Source: an optimization exercise on an open RTL-to-GDS flow (aim: small area, a short achievable clock period and few clock cycles per item). Production flows keep margins and buffers that such runs may drop. The RTL was checked by simulation tests, not by an equivalence proof against the original design.

// lwe_keygen_top
module lwe_keygen_top #(
    parameter int unsigned                     Q         = 3329,
    parameter logic [lwe_regs_pkg::ADDR_W-1:0] BASE_ADDR = 32'h4000_6000
) (
    input  logic                            clk,
    input  logic                            rst_n,
    input  logic                            awvalid,
    output logic                            awready,
    input  logic [lwe_regs_pkg::ADDR_W-1:0] awaddr,
    input  logic                            wvalid,
    output logic                            wready,
    input  logic [lwe_regs_pkg::DATA_W-1:0] wdata,
    output logic                            bvalid,
    input  logic                            bready,
    output logic [1:0]                      bresp,
    input  logic                            arvalid,
    output logic                            arready,
    input  logic [lwe_regs_pkg::ADDR_W-1:0] araddr,
    output logic                            rvalid,
    input  logic                            rready,
    output logic [lwe_regs_pkg::DATA_W-1:0] rdata,
    output logic [1:0]                      rresp
);
Size in the first run: about 2900 cells after synthesis, ~520 flip-flops, ~140 I/O pins, roughly 34000 sq um of cells after synthesis.
Settings: LEC_CHECK=0, CAP_MARGIN=20, CORE_MARGIN=2, CORE_UTILIZATION=65, PLACE_DENSITY=0.75, SETUP_SLACK_MARGIN=1.5, SLEW_MARGIN=20; clock period 30.0 ns.
standard.sh (not shown) runs the stock make flow with config.mk's settings and CLKGATE_MAP_FILE= SYNTH_SCRIPT=/design/flow/synth_recipe.tcl, a recipe that flattens the netlist after the stock synthesis.
==> flow/flow/run.sh <==
#!/bin/bash
# The standard layout, with the port buffers made of buf_2 cells instead of the
# default delay buffers, and the resizer's setup repair aiming at 22.8 ns of slack on
# the 30 ns clock. Each tool's output goes to a log file in this folder.
set -euo pipefail
bash standard.sh BUFFER_PORTS_ARGS="-buffer_cell sky130_fd_sc_hd__buf_2" SETUP_SLACK_MARGIN=22.8 finish > standard_finish.log 2>&1
The baseline finished with timing, DRC and antenna clean.
Testbench counts at the start, summed over its fixed seeds: cycles 2,432, keygens 64.
==> next run, changes <==
==> flow/flow/run.sh (replaced) <==
#!/bin/bash
# The standard layout, with the port buffers made of buf_2 cells instead of the
# default delay buffers. Each tool's output goes to a log file in this folder.
set -euo pipefail
bash standard.sh BUFFER_PORTS_ARGS="-buffer_cell sky130_fd_sc_hd__buf_2" finish > standard_finish.log 2>&1
CORE_UTILIZATION = 40   (was 65)
PLACE_DENSITY = 0.6   (was 0.75)
After rerunning: The new run finished with timing, DRC and antenna clean; design area rises slightly; global-route usage falls by 15 points; clock skew rises by 0.013 ns; core utilization falls by 27 points; area after synthesis is unchanged; hold slack is about the same; via count falls by a few percent; worst setup slack got worse by 0.51 ns.

========
## job 101
Starting RTL as in the previous note.
## lwe_keygen_top
module lwe_keygen_top #(
    parameter int unsigned                     Q         = 3329,
    parameter logic [lwe_regs_pkg::ADDR_W-1:0] BASE_ADDR = 32'h4000_6000
) (
    input  logic                            clk,
    input  logic                            rst_n,
    input  logic                            awvalid,
    output logic                            awready,
    input  logic [lwe_regs_pkg::ADDR_W-1:0] awaddr,
    input  logic                            wvalid,
    output logic                            wready,
    input  logic [lwe_regs_pkg::DATA_W-1:0] wdata,
    output logic                            bvalid,
    input  logic                            bready,
    output logic [1:0]                      bresp,
    input  logic                            arvalid,
    output logic                            arready,
    input  logic [lwe_regs_pkg::ADDR_W-1:0] araddr,
    output logic                            rvalid,
    input  logic                            rready,
    output logic [lwe_regs_pkg::DATA_W-1:0] rdata,
    output logic [1:0]                      rresp
);
    logic         w_load, w_held_d0, op_wr, start, busy, done, active, hold, hold_d;
    logic [3:0]   pend;
    logic [4:0]   op_idx, rd_idx, wr_idx;
    logic [11:0]  rd_data, wr_data;
    logic         wr_en;
    logic [191:0] mat_a;
    logic [47:0]  vec_s, vec_e;
  ...
Settings: LEC_CHECK=0, CAP_MARGIN=20, CORE_MARGIN=2, CORE_UTILIZATION=40, PLACE_DENSITY=0.6, SETUP_SLACK_MARGIN=1.5, SLEW_MARGIN=20; clock period 30.0 ns.
==> flow/flow/run.sh <==
#!/bin/bash
# The standard layout, with three changes made through ORFS variables:
# - the port buffers are buf_2 cells instead of the default delay buffers;
# - clock tree synthesis clusters up to 24 sinks per leaf buffer and adds no dummy loads;
# - the resizer's setup repair aims at 22.8 ns of slack on the 30 ns clock.
# Each tool's output goes to a log file in this folder.
set -euo pipefail
bash standard.sh \
  BUFFER_PORTS_ARGS="-buffer_cell sky130_fd_sc_hd__buf_2" \
  CTS_ARGS="-sink_clustering_enable -repair_clock_nets -dont_use_dummy_load -sink_clustering_size 24 -sink_clustering_max_diameter 120" \
  SETUP_SLACK_MARGIN=22.8 \
  finish > standard_finish.log 2>&1
Job 101 ended with every stage complete and zero timing, DRC or antenna violations.
Testbench counts of job 101, summed over its fixed seeds: cycles 2,432, keygens 64.
For job 102, these inputs were changed with respect to job 101:
==> flow/flow/run.sh <==
#!/bin/bash
# The standard layout, with the port buffers made of buf_2 cells instead of the
# default delay buffers, and the resizer's setup repair aiming at 22.8 ns of slack on
# the 30 ns clock. Each tool's output goes to a log file in this folder.
set -euo pipefail
bash standard.sh BUFFER_PORTS_ARGS="-buffer_cell sky130_fd_sc_hd__buf_2" SETUP_SLACK_MARGIN=22.8 finish > standard_finish.log 2>&1
Findings:
Compared with job 101, in job 102 maximum clock frequency level; length of routed met2 wiring level; wire length moved up; global-route total usage across every layer moved up. The critical path launch point comes out u_slave.rdata[8] in one run and u_slave.bresp[1] in the other, namely in job 102 and job 101 respectively. Wire length of the first global-routing pass, job 102 vs job 101: up slightly.
Inputs modified between job 102 and job 103:
==> flow/flow/run.sh <==
#!/bin/bash
# The standard layout, with the port buffers made of buf_2 cells instead of the
# default delay buffers, and the resizer's setup repair aiming at 23.3 ns of slack on
# the 30 ns clock. Each tool's output goes to a log file in this folder.
set -euo pipefail
bash standard.sh BUFFER_PORTS_ARGS="-buffer_cell sky130_fd_sc_hd__buf_2" SETUP_SLACK_MARGIN=23.3 finish > standard_finish.log 2>&1
Results
- Of the two values seen for launching element of the worst setup path, u_slave.rdata[8] was produced by job 102 and u_slave.rdata[6] by job 103.
- More vias were needed by job 103 than by job 102.
- As of job 103, logic depth of the worst register-to-register path had risen by a few percent compared to job 102.
- In job 103 the area growth from synthesis to layout turned out 2.9 points higher than in job 102.
Setup changes, job 103 to job 104
==> flow/run.sh (new file) <==
#!/bin/bash
# synth_recipe.tcl (not shown) runs the flow's synth.tcl, then flattens the netlist and writes it again
# the make line also repeats each setting of config.mk as NAME=value (left out here)
make -C /OpenROAD-flow-scripts/flow DESIGN_CONFIG=/design/flow/config.mk WORK_HOME=/design/flow/orfs CLKGATE_MAP_FILE= SYNTH_SCRIPT=/design/flow/synth_recipe.tcl finish
removed: flow/flow/run.sh
removed: flow/standard.sh
--- outcome ---
- Compared with job 103, job 104 shows fmax lower by 7.8%.
- A slowest library cell on the worst path of edfxtp_1 is what job 103 shows, while dfxtp_1 belongs to job 104.
- Compared with job 103, in job 104 number of buffers outside the clock class in the layout went down by 26%; post-route core utilization dropped 0.52 points; ratio of final minimum period to clock period up 2.0 points.

========
build 13:
Another version of the RTL of lwe_keygen_top (not shown whole).
For scale: ~2600 cells after synthesis, about 520 flip-flops, roughly 140 I/O pins.
Design lwe_keygen_top, start of the top module:
module lwe_keygen_top #(
    parameter int unsigned                     Q         = 3329,
    parameter logic [lwe_regs_pkg::ADDR_W-1:0] BASE_ADDR = 32'h4000_6000
) (
    input  logic                            clk,
    input  logic                            rst_n,
    input  logic                            awvalid,
    output logic                            awready,
    input  logic [lwe_regs_pkg::ADDR_W-1:0] awaddr,
    input  logic                            wvalid,
    output logic                            wready,
    input  logic [lwe_regs_pkg::DATA_W-1:0] wdata,
    output logic                            bvalid,
    input  logic                            bready,
    output logic [1:0]                      bresp,
    input  logic                            arvalid,
    output logic                            arready,
    input  logic [lwe_regs_pkg::ADDR_W-1:0] araddr,
    output logic                            rvalid,
  ...
clock: 30.0 ns
lec_check: 0
cap_margin: 20
core_margin: 2
core_utilization: 40
place_density: 0.6
setup_slack_margin: 1.5
slew_margin: 20
==> flow/flow/run.sh <==
#!/bin/bash
# The standard layout, with three changes made through ORFS variables:
# - the port buffers are buf_2 cells instead of the default delay buffers;
# - clock tree synthesis clusters up to 24 sinks per leaf buffer and adds no dummy loads;
# - the resizer's setup repair aims at 22.8 ns of slack on the 30 ns clock.
# Each tool's output goes to a log file in this folder.
set -euo pipefail
bash standard.sh \
  BUFFER_PORTS_ARGS="-buffer_cell sky130_fd_sc_hd__buf_2" \
  CTS_ARGS="-sink_clustering_enable -repair_clock_nets -dont_use_dummy_load -sink_clustering_size 24 -sink_clustering_max_diameter 120" \
  SETUP_SLACK_MARGIN=22.8 \
  finish > standard_finish.log 2>&1
Testbench counts of build 13, summed over its fixed seeds: cycles 2,432, keygens 64.
Relative to build 13, the following input files were edited for trial 66:
==> flow/flow/run.sh <==
#!/bin/bash
# The standard layout, with three changes made through ORFS variables:
# - the port buffers are buf_2 cells instead of the default delay buffers;
# - clock tree synthesis builds the tree of clkbuf_8 cells, clusters up to 16 sinks per leaf buffer and adds no dummy loads;
# - the resizer's setup repair aims at 23.0 ns of slack on the 30 ns clock.
# Each tool's output goes to a log file in this folder.
set -euo pipefail
bash standard.sh \
  BUFFER_PORTS_ARGS="-buffer_cell sky130_fd_sc_hd__buf_2" \
  CTS_ARGS="-sink_clustering_enable -repair_clock_nets -dont_use_dummy_load -sink_clustering_size 16 -sink_clustering_max_diameter 100 -buf_list sky130_fd_sc_hd__clkbuf_8" \
  SETUP_SLACK_MARGIN=23.0 \
  finish > standard_finish.log 2>&1
==> run summary <==
Comparing post-layout instance count excluding filler cells for build 13 and trial 66, the smaller number came from build 13. Setup slack: trial 66 > build 13. Summary of trial 66 over build 13: routed metal-1 wire length climbed about 1.1%.

==> what the ideal ports hide <==
In the flow no input, the clock included, has a driving cell. The finished layouts below were timed again as built, in two steps.
Step 1 sets driving cells, clkbuf_16 on the clock port and buf_2 on the other inputs (assumed; they add their load-dependent delay and slew).
Step 2 adds t to the input delays and takes it off the output delays; t is the mean of the earliest and latest rising clock arrival at the registers after step 1. Input paths then give back, and output paths get back, about the clock's delay inside the block.
Slacks: no drivers / after step 1 / after step 2; pairs: no drivers / after step 1.
| run | t, ns | setup WS [ns] | worst data-port slew with drivers (ns) | cell pins on the clock port's net |
|---|---|---|---|---|
| the first run of note 1 | 0.673 | 22.807 / 22.750 / 22.230 | 0.06 | 1 |
| the second run of note 1 | 0.702 | 22.301 / 22.301 / 22.218 | 0.06 | 1 |
| job 101 | 0.661 | 22.795 / 22.730 / 22.315 | 0.05 | 1 |
| job 102 | 0.696 | 22.814 / 22.750 / 22.281 | 0.05 | 1 |
| job 103 | 0.699 | 22.830 / 22.767 / 22.265 | 0.05 | 1 |
| job 104 | 0.693 | 22.221 / 22.221 / 21.858 | 0.06 | 1 |
| build 13 | 0.643 | 22.762 / 22.701 / 22.192 | 0.04 | 1 |
| trial 66 | 0.641 | 22.832 / 22.776 / 22.324 | 0.08 | 1 |
After both steps setup and hold are still met in every run listed. The setup slack of the first run of note 1, which loses most, moves by -0.057 ns with the drivers and by -0.577 ns with both steps.
